This is an optimization exercise on Yosys and OpenROAD, whose aim is small area, a short achievable clock period and few clock cycles, not a production implementation. The clock port is modelled as an ideal driver, which makes a skipped or thinned clock tree look cheaper than it is; a real chip needs a root buffer or a tree. Power figures rest on the tool's default switching activity, not on a simulated workload.

## wildcard_name_matcher
module wildcard_name_matcher (
    input  logic       i_clk,
    input  logic       i_rst_n,
    input  logic       i_valid,
    output logic       o_ready,
    input  logic       i_cmd,
    input  logic [7:0] i_ch,
    input  logic       i_last,
    output logic       o_valid,
    input  logic       i_ready,
    output logic       o_matched,
    output logic       o_pattern_overflow
);
==> module wildcard_name_matcher, before the edit <==
module wildcard_name_matcher (
    input  logic       i_clk,
    input  logic       i_rst_n,
    input  logic       i_valid,
    output logic       o_ready,
    input  logic       i_cmd,
    input  logic [7:0] i_ch,
    input  logic       i_last,
    output logic       o_valid,
    input  logic       i_ready,
    output logic       o_matched,
    output logic       o_pattern_overflow
);
    localparam int N  = wnm_pkg::MAX_PATTERN;
    localparam int LW = wnm_pkg::LEN_W;
    localparam int C  = 2;                
    assign ch_key[0] = 8'h00;
    assign ch_key[1] = 8'hFF;
    logic [LW-1:0]  r_cnt;            
    logic [LW-1:0]  r_len;            
    logic           r_lstar;          
    logic           r_ovf;
    logic           r_load_restart;
    logic           r_name_restart;
    logic [N:0]     r_act;
    logic           in_fire;
    logic           out_busy;         
    logic           ch_swap;
    logic [7:0]     ch_code;
    logic           r_shift;
    logic           r_shift_new;      
    logic [7:0]     r_in_ch  [C];     
    logic [7:0]     ch_key   [C];
    logic           r_nm_v;
    logic           r_nm_first;
    logic           r_nm_last;
    logic           load_fire;
    logic           name_fire;
    logic           ch_star;
    logic [LW-1:0]  ld_cnt;
    logic           ld_lstar;
    logic           ld_ovf;
    logic           ld_room;
    logic           store;
    logic [7:0]     d   [N+1];
    logic [N-1:0]   hit;
    logic [N-1:0]   star;
    logic [N:0]     start;
    logic [N:0]     cur;
    logic [N:0]     closed;
    logic [N:0]     step;
    logic           push;
    wnm_pkg::t_result push_data;
    wnm_pkg::t_result out_data;
    assign in_fire   = i_valid && !out_busy;
    assign load_fire = in_fire && (i_cmd == wnm_pkg::CMD_LOAD);
    assign name_fire = in_fire && (i_cmd == wnm_pkg::CMD_NAME);
    assign ch_star   = (i_ch == wnm_pkg::ANY_RUN);
    assign ch_swap   = (i_ch[7:5] == 3'b001) && i_ch[3] && (i_ch[1:0] == 2'b11) && (i_ch[4] == i_ch[2]);
    assign ch_code   = ch_swap ? (i_ch ^ 8'b0001_0100) : i_ch;
    assign ld_cnt   = r_load_restart ? '0 : r_cnt;
    assign ld_lstar = !r_load_restart && r_lstar;
    assign ld_ovf   = !r_load_restart && r_ovf;
    assign ld_room  = (ld_cnt < LW'(N));
    assign store    = load_fire && ld_room && !(ch_star && ld_lstar);
    always_ff @(posedge i_clk) begin
        if (!i_rst_n) begin
            r_shift <= 1'b0;
            r_len   <= '0;
            r_nm_v  <= 1'b0;
        end else begin
            r_shift <= store;
            if (r_shift) begin
                r_len <= r_shift_new ? LW'(1) : r_len + LW'(1);
            end
            r_nm_v  <= name_fire;
        end
    end
    always_ff @(posedge i_clk) begin
        for (int j = 0; j < C; j++) begin
            r_in_ch[j] <= ch_code ^ ch_key[j];
        end
        r_shift_new <= r_load_restart;
        r_nm_last   <= i_last;
        r_nm_first  <= r_name_restart;
    end
    always_ff @(posedge i_clk) begin
        if (!i_rst_n) begin
            r_cnt          <= '0;
            r_lstar        <= 1'b0;
            r_ovf          <= 1'b0;
            r_load_restart <= 1'b1;
            r_name_restart <= 1'b1;
        end else if (load_fire) begin
            r_cnt          <= ld_room ? ld_cnt + LW'(1) : ld_cnt;
            r_lstar        <= store ? ch_star : ld_lstar;
            r_ovf          <= ld_ovf || !ld_room;
            r_load_restart <= i_last;
            r_name_restart <= 1'b1;
        end else if (name_fire) begin
            r_name_restart <= i_last;
        end
    end
    assign d[0] = r_in_ch[0];
    for (genvar i = 0; i < N; i++) begin : g_cell
        wnm_cell u_cell (
            .i_clk   (i_clk),
            .i_shift (r_shift),
            .i_d     (d[i]),
            .i_ch    (r_in_ch[i / (N / C)] ^ ch_key[i / (N / C)]),
            .o_q     (d[i+1]),
            .o_hit   (hit[i]),
            .o_star  (star[i])
        );
    end
    for (genvar q = 0; q <= N; q++) begin : g_pos
        assign start[q] = (r_len == LW'(q));
    end
    assign cur = r_nm_first ? start : r_act;
    for (genvar q = 0; q <= N; q++) begin : g_close
        if (q < N) begin : g_lo
            assign closed[q] = cur[q] || (cur[q+1] && star[q]);
        end else begin : g_hi
            assign closed[q] = cur[q];
        end
    end
    for (genvar q = 0; q <= N; q++) begin : g_step
        logic stay;
        logic move;
        if (q > 0) begin : g_stay
            assign stay = closed[q] && (star[q-1] || !r_nm_v);
        end else begin : g_nostay
            assign stay = closed[q] && !r_nm_v;
        end
        if (q < N) begin : g_move
            assign move = closed[q+1] && hit[q] && r_nm_v;
        end else begin : g_nomove
            assign move = 1'b0;
        end
        assign step[q] = stay || move;
    end
    always_ff @(posedge i_clk) begin
        r_act <= step;
    end
    assign push                       = r_nm_v && r_nm_last;
    assign push_data.matched          = step[0] || (step[1] && star[0]);
    assign push_data.pattern_overflow = r_ovf;
    wnm_out_skid u_out (
        .i_clk       (i_clk),
        .i_rst_n     (i_rst_n),
        .i_push      (push),
        .i_push_next (name_fire && i_last),
        .i_data      (push_data),
        .o_ready     (o_ready),
        .o_busy      (out_busy),
        .o_valid     (o_valid),
        .i_ready     (i_ready),
        .o_data      (out_data)
    );
    assign o_matched          = out_data.matched;
    assign o_pattern_overflow = out_data.pattern_overflow;
endmodule
export LEC_CHECK = 0
export CAP_MARGIN = 20
export CORE_MARGIN = 2
export CORE_UTILIZATION = 40
export SETUP_SLACK_MARGIN = 3.2
export SLEW_MARGIN = 20
export TNS_END_PERCENT = 50
create_clock -name core_clock -period 5.0 [get_ports {i_clk}]
standard.sh (not shown) runs the stock make flow with config.mk's settings and CLKGATE_MAP_FILE= SYNTH_SCRIPT=/design/flow/synth_recipe.tcl, a recipe that flattens the netlist after the stock synthesis.
==> flow/flow/run.sh <==
#!/bin/bash
# The standard layout (standard.sh), except that
# - the ports are buffered with sky130_fd_sc_hd__buf_4, not the cell
#   buffer_ports picks by default;
# - the clock tree is built by flow/clock_tree.tcl in place of
#   clock_tree_synthesis: four root buffers on the clock port, each driving the
#   leaf buffers of the flip-flop groups near it.
set -euo pipefail
bash standard.sh synth > synth.log 2>&1
bash standard.sh 'BUFFER_PORTS_ARGS=-buffer_cell sky130_fd_sc_hd__buf_4' "PRE_CTS_TCL=$PWD/flow/clock_tree.tcl" finish > layout.log 2>&1
Other scripts of this flow, unchanged in this note and not shown: flow/flow/clock_tree.tcl
The first run ran to the end with no violations.
Edit:
--- a/flow/design.v
+++ b/flow/design.v
@@ -141,11 +141,12 @@
     localparam int LW = wnm_pkg::LEN_W;
     localparam int C  = 2;                
     assign ch_key[0] = 8'h00;
     assign ch_key[1] = 8'hFF;
     logic [LW-1:0]  r_cnt;            
-    logic [LW-1:0]  r_len;            
+    logic [4:0]     r_len_hi;         
+    logic [7:0]     r_len_lo;         
     logic           r_lstar;          
     logic           r_ovf;
     logic           r_load_restart;
     logic           r_name_restart;
     logic [N:0]     r_act;
@@ -190,16 +191,25 @@
     assign ld_room  = (ld_cnt < LW'(N));
     assign store    = load_fire && ld_room && !(ch_star && ld_lstar);
     always_ff @(posedge i_clk) begin
         if (!i_rst_n) begin
             r_shift <= 1'b0;
-            r_len   <= '0;
+            r_len_hi <= 5'b00001;
+            r_len_lo <= 8'b0000_0001;
             r_nm_v  <= 1'b0;
         end else begin
             r_shift <= store;
             if (r_shift) begin
-                r_len <= r_shift_new ? LW'(1) : r_len + LW'(1);
+                if (r_shift_new) begin
+                    r_len_hi <= 5'b00001;
+                    r_len_lo <= 8'b0000_0010;
+                end else begin
+                    if (r_len_lo[7]) begin
+                        r_len_hi <= {r_len_hi[3:0], 1'b0};
+                    end
+                    r_len_lo <= {r_len_lo[6:0], r_len_lo[7]};
+                end
             end
             r_nm_v  <= name_fire;
         end
     end
     always_ff @(posedge i_clk) begin
@@ -238,11 +248,11 @@
             .o_hit   (hit[i]),
             .o_star  (star[i])
         );
     end
     for (genvar q = 0; q <= N; q++) begin : g_pos
-        assign start[q] = (r_len == LW'(q));
+        assign start[q] = r_len_hi[q / 8] && r_len_lo[q % 8];
     end
     assign cur = r_nm_first ? start : r_act;
     for (genvar q = 0; q <= N; q++) begin : g_close
         if (q < N) begin : g_lo
             assign closed[q] = cur[q] || (cur[q+1] && star[q]);
Global-route usage increases by 0.15 points.
Worst setup slack gains 0.051 ns.
Die area rises by a few percent.
Combinational power goes up slightly.
Clock power stays flat.
Design area is higher slightly.
Clock skew increases by 0.021 ns.
Via count rises by a few percent.
First-iteration DRC count grows by about a fifth.
Cell count goes up by a few percent.
Function was not checked in any run of this note: the RTL went through the layout flow alone. In every run of this note, the design's own scripts or RTL, not TritonCTS, make the clock network.

==> re-timing with driven ports <==
How much do the figures lean on ideal ports? The routed layouts below were timed once more, with nothing changed but the port constraints.
Step 1 sets driving cells, clkbuf_16 on the clock port and buf_2 on the other inputs (assumed; they add their load-dependent delay and slew).
Step 2 adds t to the input delays and takes it off the output delays; t is the mean of the earliest and latest rising clock arrival at the registers after step 1. Input paths then give back, and output paths get back, about the clock's delay inside the block.
a / b / c = ideal ports / drivers / drivers and shift; a / b = the first two.
| run | t, ns | setup slack, ns | worst setup path at the end | clock arrival spread, ns | worst register clock-pin slew, ns |
|---|---|---|---|---|---|
| the first run | 0.423 | 3.133 / 3.133 / 2.928 | input to register | 0.021 / 0.021 | 0.10 / 0.10 |
| the second run | 0.418 | 3.184 / 3.169 / 2.863 | input to register | 0.044 / 0.043 | 0.11 / 0.11 |
After both steps setup and hold are still met in every run listed. The setup slack of the second run, which loses most, moves by -0.015 ns with the drivers and by -0.321 ns with both steps.
